From an optimization exercise on the open Yosys and OpenROAD flow, aimed at small area; shortcuts taken in it are not production practice. The RTL was checked by simulation tests, not by an equivalence proof against the original design. Power is estimated from default activity; no workload was simulated.

## rev 12
==> flow/design.v <==
`timescale 1ns/1ns
package frame_pkg;
    typedef logic [24-1:0]      psn_t;
    typedef logic [256-1:0]     fdata_t;
    typedef logic [4-1:0]          delay_t;
    typedef logic [2-1:0] lane_idx_t;
    typedef enum logic [1:0] {
        FT_HEAD = 2'd0,
        FT_BODY = 2'd1,
        FT_TAIL = 2'd2,
        FT_ERR  = 2'd3
    } frame_type_e;
    typedef struct packed {
        psn_t        psn;
        frame_type_e ftype;
    } frame_meta_t;
    typedef struct packed {
        frame_meta_t meta;
        fdata_t      data;
        logic        good;
    } frame_t;
    typedef enum logic [1:0] {LANE_IDLE, LANE_WAIT, LANE_DONE} lane_state_e;
    typedef enum logic [1:0] {RPT_IDLE, RPT_WAIT, RPT_OUTPUT} rpt_state_e;
endpackage
`timescale 1ns/1ns
`timescale 1ns/1ns
`timescale 1ns/1ns
`timescale 1ns/1ns
`timescale 1ns/1ns
module frame_processor_top (
    input  logic                    clk,
    input  logic                    rst_n,
    input  logic                    i_valid_1,
    output logic                    o_ready_1,
    input  logic [1:0]              i_frame_type,
    input  logic [24-1:0]  i_frame_psn,
    input  logic [256-1:0] i_frame_data,
    output logic                    o_valid_2,
    input  logic                    i_ready_2,
    output logic [24-1:0]  o_frame_psn_2,
    output logic [1:0]              o_frame_type_2,
    output logic [256-1:0] o_frame_data_2,
    output logic                    o_valid_3,
    input  logic                    i_ready_3,
    output logic [24-1:0]  o_frame_psn_3,
    output logic [1:0]              o_frame_type_3,
    output logic [256-1:0] o_frame_data_3,
    output logic                    o_valid_4,
    input  logic                    i_ready_4,
    output logic [24-1:0]  o_frame_psn_4,
    output logic [1:0]              o_frame_type_4
);
    localparam int PW = 24;
    localparam int DW = 256;
    localparam int NL = 4;
    logic [PW-1:0] exp_psn;
    logic [PW-1:0] out_psn;
    logic [2:0]    n_good;
    logic          inside_frame;
    logic [1:0]    disp_ptr;
    logic          accept;
    logic          frame_good;
    logic [NL-1:0] lane_free;
    logic [NL-1:0] lane_done;
    logic [NL-1:0] lane_good;
    logic [NL-1:0] lane_load;
    logic [NL-1:0] lane_release;
    assign o_ready_1  = lane_free[disp_ptr];
    assign accept     = i_valid_1 && o_ready_1;
    assign frame_good = (i_frame_type != 2'd3) && (i_frame_psn == exp_psn)
                     && ((i_frame_type == 2'd0) || inside_frame);
    always_ff @(posedge clk or negedge rst_n) begin
        if (!rst_n) begin
            inside_frame <= 1'b0;
            disp_ptr     <= '0;
        end else if (accept) begin
            if (i_frame_type == 2'd0)      inside_frame <= 1'b1;
            else if (i_frame_type == 2'd2) inside_frame <= 1'b0;
            disp_ptr <= disp_ptr + 1'b1;
        end
    end
    assign exp_psn = out_psn + PW'(n_good);
    logic [DW-1:0] lane_din;
    assign lane_din = {i_frame_data[DW-1:PW], frame_good ? i_frame_data[PW-1:0] : i_frame_psn};
    logic [NL*DW-1:0] lane_data;
    logic [NL*2-1:0]  lane_type;
    for (genvar g = 0; g < NL; g++) begin : g_lane
        logic [3:0]    cnt;
        logic [DW-1:0] data;
        logic [1:0]    ftype;
        logic          good;
        assign lane_load[g] = accept && (disp_ptr == 2'(g));
        always_ff @(posedge clk or negedge rst_n) begin
            if (!rst_n) begin
                cnt <= '0;
            end else if (lane_load[g]) begin
                cnt <= {1'b0, i_frame_psn[2:0]} + 4'd3;
            end else if (cnt > 4'd1) begin
                cnt <= cnt - 4'd1;
            end else if (lane_release[g]) begin
                cnt <= '0;
            end
        end
        always_ff @(posedge clk) begin
            if (lane_load[g]) begin
                data  <= lane_din;
                ftype <= i_frame_type;
                good  <= frame_good;
            end
        end
        assign lane_free[g] = (cnt == 4'd0);
        assign lane_done[g] = (cnt == 4'd1);
        assign lane_good[g] = good;
        assign lane_data[g*DW +: DW] = data;
        assign lane_type[g*2 +: 2]   = ftype;
    end
    logic [NL-1:0] drain_oh;
    logic [DW-1:0] cur_data;
    logic [1:0]    cur_type;
    logic          cur_good;
    logic          cur_done;
    logic          present;
    logic          fire;
    logic          rpt_full;
    always_comb begin
        cur_data = '0;
        cur_type = '0;
        cur_good = 1'b0;
        cur_done = 1'b0;
        n_good   = '0;
        for (int k = 0; k < NL; k++) begin
            cur_data = cur_data | (lane_data[k*DW +: DW] & {DW{drain_oh[k]}});
            cur_type = cur_type | (lane_type[k*2 +: 2] & {2{drain_oh[k]}});
            cur_good = cur_good | (lane_good[k] & drain_oh[k]);
            cur_done = cur_done | (lane_done[k] & drain_oh[k]);
            n_good   = n_good + 3'(lane_good[k] & !lane_free[k]);
        end
    end
    assign present   = cur_done && !rpt_full;
    assign o_valid_2 = present && cur_good;
    assign o_valid_3 = present && !cur_good;
    assign fire      = (o_valid_2 && i_ready_2) || (o_valid_3 && i_ready_3);
    assign lane_release = fire ? drain_oh : '0;
    assign o_frame_psn_2  = out_psn;
    assign o_frame_type_2 = cur_type;
    assign o_frame_data_2 = cur_data;
    assign o_frame_psn_3  = cur_data[PW-1:0];
    assign o_frame_type_3 = cur_type;
    assign o_frame_data_3 = '0;
    always_ff @(posedge clk or negedge rst_n) begin
        if (!rst_n) begin
            drain_oh <= 4'b0001;
            out_psn  <= '0;
        end else if (fire) begin
            drain_oh <= {drain_oh[NL-2:0], drain_oh[NL-1]};
            if (cur_good) out_psn <= out_psn + 1'b1;
        end
    end
    logic [PW+1:0] rpt_in;
    logic [PW+1:0] q0, q1, q2, q3;
    logic [PW+1:0] head;
    logic [PW+1:0] rpt;
    logic [1:0]    wr_ptr;
    logic [1:0]    rd_ptr;
    logic [2:0]    count;
    logic [2:0]    rstate;    
    logic          do_pop;
    assign rpt_in   = {cur_good ? out_psn : cur_data[PW-1:0], cur_type};
    assign rpt_full = count[2];
    assign do_pop   = (rstate == 3'd0) && (count != 3'd0);
    always_comb begin
        case (rd_ptr)
            2'd0:    head = q0;
            2'd1:    head = q1;
            2'd2:    head = q2;
            default: head = q3;
        endcase
    end
    always_ff @(posedge clk) begin
        if (fire && wr_ptr == 2'd0) q0 <= rpt_in;
        if (fire && wr_ptr == 2'd1) q1 <= rpt_in;
        if (fire && wr_ptr == 2'd2) q2 <= rpt_in;
        if (fire && wr_ptr == 2'd3) q3 <= rpt_in;
        if (do_pop) rpt <= head;
    end
    always_ff @(posedge clk or negedge rst_n) begin
        if (!rst_n) begin
            wr_ptr <= '0;
            rd_ptr <= '0;
            count  <= '0;
            rstate <= '0;
        end else begin
            if (fire)   wr_ptr <= wr_ptr + 1'b1;
            if (do_pop) rd_ptr <= rd_ptr + 1'b1;
            case ({fire, do_pop})
                2'b10:   count <= count + 1'b1;
                2'b01:   count <= count - 1'b1;
                default: count <= count;
            endcase
            if (do_pop) begin
                rstate <= {1'b1, head[1:0]};
            end else if (rstate > 3'd1) begin
                rstate <= rstate - 3'd1;
            end else if (rstate == 3'd1 && i_ready_4) begin
                rstate <= '0;
            end
        end
    end
    assign o_valid_4      = (rstate == 3'd1);
    assign o_frame_psn_4  = rpt[PW+1:2];
    assign o_frame_type_4 = rpt[1:0];
endmodule
export LEC_CHECK = 0
export CAP_MARGIN = 20
export CORE_MARGIN = 2
export CORE_UTILIZATION = 40
export SLEW_MARGIN = 20
create_clock -name core_clock -period 5.0 [get_ports {clk}]
standard.sh (not shown) runs the stock make flow with config.mk's settings and CLKGATE_MAP_FILE= SYNTH_SCRIPT=/design/flow/synth_recipe.tcl, a recipe that flattens the netlist after the stock synthesis.
==> flow/flow/run.sh <==
#!/bin/bash
# Standard layout with three changes: the port buffers use the smallest
# buffer cell; clock tree synthesis uses clkbuf_8 clusters without dummy
# loads; and the constant-0 output ports share a few tie cells (flow/ties.tcl,
# run at the end of floorplan) instead of one tie cell per port.
set -euo pipefail
here=$(pwd)
bash standard.sh finish \
  "BUFFER_PORTS_ARGS=-buffer_cell sky130_fd_sc_hd__buf_1" \
  "CTS_ARGS=-sink_clustering_enable -repair_clock_nets -buf_list sky130_fd_sc_hd__clkbuf_8 -sink_clustering_size 16 -sink_clustering_max_diameter 50 -dont_use_dummy_load" \
  "SKIP_REPAIR_TIE_FANOUT=1" \
  "POST_FLOORPLAN_TCL=$here/flow/ties.tcl" \
  > make_finish.log 2>&1
Other scripts of this flow, unchanged in this note and not shown: flow/flow/ties.tcl
Having completed the whole flow, rev 12 delivered a layout that passed the timing, design-rule and antenna checks.
Modified inputs, rev 13 compared to rev 12
diff --git a/flow/flow/run.sh b/flow/flow/run.sh
--- a/flow/flow/run.sh
+++ b/flow/flow/run.sh
@@ -3 +3 @@
-# buffer cell; clock tree synthesis uses clkbuf_8 clusters without dummy
+# buffer cell; clock tree synthesis uses clkbuf_4 clusters without dummy
@@ -10 +10 @@
-  "CTS_ARGS=-sink_clustering_enable -repair_clock_nets -buf_list sky130_fd_sc_hd__clkbuf_8 -sink_clustering_size 16 -sink_clustering_max_diameter 50 -dont_use_dummy_load" \
+  "CTS_ARGS=-sink_clustering_enable -repair_clock_nets -buf_list sky130_fd_sc_hd__clkbuf_4 -sink_clustering_size 10 -sink_clustering_max_diameter 40 -dont_use_dummy_load" \
Results
Row depth of the CTS H-tree: rev 13 higher / rev 12 lower
For the total power, rev 13 came in 3.1% lower than rev 12 did.
Synthesis-to-layout area growth in rev 13 vs rev 12: down 0.56 points
Looking only at signal arrival time at the worst endpoint, and setting everything else aside, the lower value of rev 12 and rev 13 goes to rev 12.
As far as accumulated negative setup slack goes, rev 13 and rev 12 are indistinguishable; the numbers are identical.

## port drivers added, routing unchanged
The flow's constraints put no driver on any port. The routed layouts listed below were extracted and timed again, unchanged, in two steps. Step 1: set_driving_cell puts a clkbuf_16 on clk and a buf_2 on each other input, an assumption about the parent block. Step 2 times the ports against the registers' clock, not the clock port: input delays grow and output delays shrink by t, the midpoint of the rising clock arrivals with the driver on. Slacks: ideal / step 1 / step 2; pairs: ideal / step 1.
run | shift t [ns] | setup WS [ns] | clock arrival spread, ns
rev 12 | 0.825 | 0.183 / 0.183 / 0.183 | 0.149 / 0.149
rev 13 | 1.068 | 0.193 / 0.193 / 0.193 | 0.160 / 0.160
After both steps every run listed still meets setup and hold.
